From an optimization exercise on the open Yosys and OpenROAD flow, aimed at small area, a short achievable clock period and few clock cycles per item; shortcuts taken in it are not production practice.

==> run a: inputs <==
## evt_router_top
module evt_router_top
#(
  parameter int NUM_MREGS    = 4,
  parameter int NUM_RREGS    = 16,
  parameter int NUM_CHANNELS = 8
)
(
  input  logic                        pl_clk0_buf_int,
  input  logic                        rst_n,
  input  logic                        cfg_wr,
  input  evt_router_pkg::cfg_addr_t   cfg_addr,
  input  evt_router_pkg::key_t        cfg_wdata,
  input  logic                        evt_vld,
  input  evt_router_pkg::evt_t        evt_data,
  output logic                        evt_rdy,
  output logic [NUM_CHANNELS-1:0]     ch_vld,
  output logic [NUM_CHANNELS*32-1:0] ch_key,    
  input  logic [NUM_CHANNELS-1:0]     ch_rdy,
  output evt_router_pkg::count_t      unmatched_cnt,
  output evt_router_pkg::count_t      dropped_cnt
);
Settings: LEC_CHECK=0, ABC_CLOCK_PERIOD_IN_PS=2500, CAP_MARGIN=20, CORE_MARGIN=2, CORE_UTILIZATION=40, SETUP_SLACK_MARGIN=2.85, SLEW_MARGIN=20, TNS_END_PERCENT=0; clock period 5.5 ns.
run.sh (not shown) runs the stock make flow with config.mk's settings and CLKGATE_MAP_FILE= SYNTH_SCRIPT=/design/flow/synth_recipe.tcl, a recipe that flattens the netlist after the stock synthesis.
==> inputs of run b, as changes to run a <==
--- a/flow/design.v
+++ b/flow/design.v
@@ -37,42 +37,56 @@
   output evt_router_pkg::wait_t       dw_m1,
   output logic                        dw_zero
 );
   logic                 clr;
   evt_router_pkg::key_t wd;
+  logic                      wr_q;
+  evt_router_pkg::cfg_addr_t addr_q;
+  evt_router_pkg::key_t      wdata_q;
   always_ff @(posedge pl_clk0_buf_int or negedge rst_n)
   begin
     if (!rst_n)
-      clr <= 1'b1;
+    begin
+      clr  <= 1'b1;
+      wr_q <= 1'b0;
+    end
     else
-      clr <= 1'b0;
+    begin
+      clr  <= 1'b0;
+      wr_q <= cfg_wr;
+    end
+  end
+  always_ff @(posedge pl_clk0_buf_int)
+  begin
+    addr_q  <= cfg_addr;
+    wdata_q <= cfg_wdata;
   end
-  assign wd = clr ? '0 : cfg_wdata;
+  assign wd = clr ? '0 : wdata_q;
   logic                 we_key;
   logic                 we_dw;
   logic [NUM_MREGS-1:0] we_fmsk;
   logic [NUM_MREGS-1:0] we_fsft;
   logic [NUM_RREGS-1:0] we_rkey;
   logic [NUM_RREGS-1:0] we_rmsk;
   logic [NUM_RREGS-1:0] we_rrt;
-  assign we_key = clr || (cfg_wr && cfg_addr == evt_router_pkg::ADDR_MP_KEY);
-  assign we_dw  = clr || (cfg_wr && cfg_addr == evt_router_pkg::ADDR_DROP_WAIT);
+  assign we_key = clr || (wr_q && addr_q == evt_router_pkg::ADDR_MP_KEY);
+  assign we_dw  = clr || (wr_q && addr_q == evt_router_pkg::ADDR_DROP_WAIT);
   for (genvar i = 0; i < NUM_MREGS; i++)
   begin : g_mw
-    assign we_fmsk[i] = clr || (cfg_wr &&
-      cfg_addr == evt_router_pkg::cfg_addr_t'(evt_router_pkg::ADDR_MP_FMSK_BASE + i));
-    assign we_fsft[i] = clr || (cfg_wr &&
-      cfg_addr == evt_router_pkg::cfg_addr_t'(evt_router_pkg::ADDR_MP_FSFT_BASE + i));
+    assign we_fmsk[i] = clr || (wr_q &&
+      addr_q == evt_router_pkg::cfg_addr_t'(evt_router_pkg::ADDR_MP_FMSK_BASE + i));
+    assign we_fsft[i] = clr || (wr_q &&
+      addr_q == evt_router_pkg::cfg_addr_t'(evt_router_pkg::ADDR_MP_FSFT_BASE + i));
   end
   for (genvar i = 0; i < NUM_RREGS; i++)
   begin : g_rw
-    assign we_rkey[i] = clr || (cfg_wr &&
-      cfg_addr == evt_router_pkg::cfg_addr_t'(evt_router_pkg::ADDR_RT_KEY_BASE + i));
-    assign we_rmsk[i] = clr || (cfg_wr &&
-      cfg_addr == evt_router_pkg::cfg_addr_t'(evt_router_pkg::ADDR_RT_MASK_BASE + i));
-    assign we_rrt[i]  = clr || (cfg_wr &&
-      cfg_addr == evt_router_pkg::cfg_addr_t'(evt_router_pkg::ADDR_RT_ROUTE_BASE + i));
+    assign we_rkey[i] = clr || (wr_q &&
+      addr_q == evt_router_pkg::cfg_addr_t'(evt_router_pkg::ADDR_RT_KEY_BASE + i));
+    assign we_rmsk[i] = clr || (wr_q &&
+      addr_q == evt_router_pkg::cfg_addr_t'(evt_router_pkg::ADDR_RT_MASK_BASE + i));
+    assign we_rrt[i]  = clr || (wr_q &&
+      addr_q == evt_router_pkg::cfg_addr_t'(evt_router_pkg::ADDR_RT_ROUTE_BASE + i));
   end
   always_ff @(posedge pl_clk0_buf_int)
   begin
     if (we_key)
       mp_key <= wd;
@@ -149,27 +163,30 @@
       end
       for (int j = 0; j < 32; j++)
         key_nxt[j] = key_nxt[j] | (mp_sft_hi[i] ? ((j + 16 < 32) ? z[(j + 16) % 32] : 1'b0) : z[j]);
     end
   end
+  logic                 map_en;
   assign map_vld_nxt = evt_rdy ? evt_vld : map_vld;
   always_ff @(posedge pl_clk0_buf_int or negedge rst_n)
   begin
     if (!rst_n)
     begin
       map_vld <= 1'b0;
       evt_rdy <= 1'b0;
+      map_en  <= 1'b1;
     end
     else
     begin
       map_vld <= map_vld_nxt;
       evt_rdy <= go_nxt || !map_vld_nxt;
+      map_en  <= go_nxt || !map_vld_nxt;
     end
   end
   always_ff @(posedge pl_clk0_buf_int)
   begin
-    if (evt_rdy)
+    if (map_en)
       map_key <= key_nxt;
   end
 endmodule
 `timescale 1ns/1ps
 module route_lookup
@@ -252,12 +269,10 @@
   output logic [NUM_CHANNELS-1:0]   ch_vld,
   output evt_router_pkg::key_t [NUM_CHANNELS-1:0] ch_key,
   input  logic [NUM_CHANNELS-1:0]   ch_rdy,
   output evt_router_pkg::count_t    dropped_cnt
 );
-  localparam int TW = (NUM_TRK > 1) ? $clog2(NUM_TRK) : 1;
-  localparam int QW = (NUM_Q > 1) ? $clog2(NUM_Q) : 1;
   logic [NUM_Q-1:0]          q_vld;
   evt_router_pkg::key_t      q_key [NUM_Q];
   logic [NUM_CHANNELS-1:0]   q_ch  [NUM_Q];
   logic [NUM_Q-1:0]          q_old [NUM_Q];
   logic [NUM_TRK-1:0]        t_bsy;
@@ -268,11 +283,13 @@
   logic [NUM_TRK-1:0]        t_rdy;
   logic [NUM_TRK-1:0]        t_drop;
   logic [NUM_TRK-1:0]        t_keep;            
   logic [NUM_TRK-1:0]        t_bsy_nxt;
   logic [NUM_TRK-1:0]        t_take;
-  logic [NUM_CHANNELS-1:0]   c_exp;
+  logic [NUM_CHANNELS-1:0]   c_exp;             
+  logic [NUM_CHANNELS-1:0]   c_rem1;            
+  logic                      w_one;             
   logic [NUM_CHANNELS-1:0]   c_free;            
   logic [NUM_CHANNELS-1:0]   c_load;
   logic [NUM_CHANNELS-1:0]   c_stay;
   logic                      pop;
   evt_router_pkg::key_t      s_key;
@@ -282,14 +299,15 @@
   logic [NUM_Q-1:0]          q_sel;
   logic [NUM_Q-1:0]          q_put;             
   logic [NUM_Q-1:0]          q_nxt;
   always_comb
   begin
-    c_exp = '0;
+    c_rem1 = '0;
     for (int i = 0; i < NUM_TRK; i++)
-      c_exp = c_exp | (t_ch[i] & {NUM_CHANNELS{t_exp[i]}});
+      c_rem1 = c_rem1 | (t_ch[i] & {NUM_CHANNELS{t_bsy[i] && t_rem[i] == evt_router_pkg::wait_t'(1)}});
   end
+  assign w_one = !dw_zero && (dw_m1 == '0);
   assign c_free = ~ch_vld | ch_rdy | c_exp;
   assign c_stay = ch_vld & ~c_free;
   always_comb
   begin
     for (int i = 0; i < NUM_Q; i++)
@@ -344,22 +362,24 @@
       q_vld  <= '0;
       go     <= 1'b0;
       ch_vld <= '0;
       t_bsy  <= '0;
       t_exp  <= '0;
+      c_exp  <= '0;
       t_free <= 1'b0;
     end
     else
     begin
       q_vld  <= q_nxt;
       go     <= go_nxt;
       ch_vld <= c_stay | c_load;
       t_bsy  <= t_bsy_nxt;
       t_free <= !(&t_bsy_nxt);
+      c_exp  <= (c_load & {NUM_CHANNELS{w_one}}) | (c_stay & c_rem1 & {NUM_CHANNELS{!dw_zero}});
       for (int i = 0; i < NUM_TRK; i++)
         if (t_take[i])
-          t_exp[i] <= !dw_zero && (dw_m1 == '0);
+          t_exp[i] <= w_one;
         else
           t_exp[i] <= t_keep[i] && !dw_zero && (t_rem[i] == evt_router_pkg::wait_t'(1));
     end
   end
   always_ff @(posedge pl_clk0_buf_int)
==> flow/flow/run.sh (new file) <==
#!/bin/bash
# The standard layout, with plain buffers on the ports: ORFS's buffer_ports
# otherwise picks a delay cell (clkdlybuf4s50_1) for every port buffer.
set -euo pipefail
cd "$(dirname "$0")/.."
export BUFFER_PORTS_ARGS="-buffer_cell sky130_fd_sc_hd__buf_2"
bash standard.sh > make_finish.log 2>&1
==> flow/standard.sh (new file) <==
#!/bin/bash
# synth_recipe.tcl (not shown) runs the flow's synth.tcl, then flattens the netlist and writes it again
# the make line also repeats each setting of config.mk as NAME=value (left out here)
make -C /OpenROAD-flow-scripts/flow DESIGN_CONFIG=/design/flow/config.mk WORK_HOME=/design/flow/orfs CLKGATE_MAP_FILE= SYNTH_SCRIPT=/design/flow/synth_recipe.tcl "${@:-finish}"
- CORE_UTILIZATION: 40 -> 55
- CTS_BUF_LIST: not set -> sky130_fd_sc_hd__clkbuf_8
- PLACE_DENSITY: not set -> 0.7
- SETUP_SLACK_MARGIN: 2.85 -> 2.9
removed: flow/run.sh
==> out/results.ini <==
[outcome]
status=finished clean

[global_route]
grt_first_pass_wirelength_um=364000
groute.usage.overall_pct=26.2
met1_usage_pct=34.3
grtUsageMet3_pct=5.21

[worst_setup_path]
slowest_delay_ns=0.42
required_ns=6.10

[finish]
fillers=16400
fin_area_sq_um=92500
sh_seq_area_pct=58.2

[clock_network]
cts-htree-levels=4
clk_latency_ns=0.86
clkTransAtPathRegs_ns=0.06

[synthesis]
synthXorXnorAreaFrac_pct=7.14
syn_nets=5927
synthAdderAreaFrac_pct=0.265

[power]
clk-power_mw=13.0

[timing]
finalWorstSetupSlack_ns=2.38

-- figures above: run a

==> out/results.ini <==
[outcome]
status=finished clean

[power]
clk-power_mw=11.8

[clock_network]
clk_latency_ns=1.01
clkTransAtPathRegs_ns=0.07

[worst_setup_path]
slowest_delay_ns=0.61
required_ns=6.39

[finish]
fillers=10400
sh_seq_area_pct=61.2

[timing]
finalWorstSetupSlack_ns=2.26

[global_route]
met1_usage_pct=44.6
grt_first_pass_wirelength_um=340000

[synthesis]
synthXorXnorAreaFrac_pct=7.04
synthAdderAreaFrac_pct=0.262

-- figures above: run b

No functional check of the RTL was part of any run of this note.

## static timing again, ports no longer ideal
No port has a modelled driver above. Below, the same layouts with a new extraction and two added sets of constraints.
Step 1, drivers: a clkbuf_16 drives pl_clk0_buf_int and a buf_2 each remaining input, both assumed.
Step 2 adds t to the input delays and takes it off the output delays; t is the mean of the earliest and latest rising clock arrival at the registers after step 1. Input paths then give back, and output paths get back, about the clock's delay inside the block.
a / b / c = ideal / step 1 / step 2; a / b = the first two.
run | t, ns | setup slack, ns | hold slack, ns | slew at the worst register clock pin (ns)
run a | 0.921 | 2.383 / 2.383 / 1.546 | 0.325 / 0.266 / 0.453 | 0.07 / 0.07
run b | 1.055 | 2.259 / 2.259 / 1.400 | 0.184 / 0.144 / 0.446 | 0.07 / 0.07
After both steps setup and hold are still met in every run listed. The setup slack of run b, which loses most, moves by 0.000 ns with the drivers and by -0.859 ns with both steps.
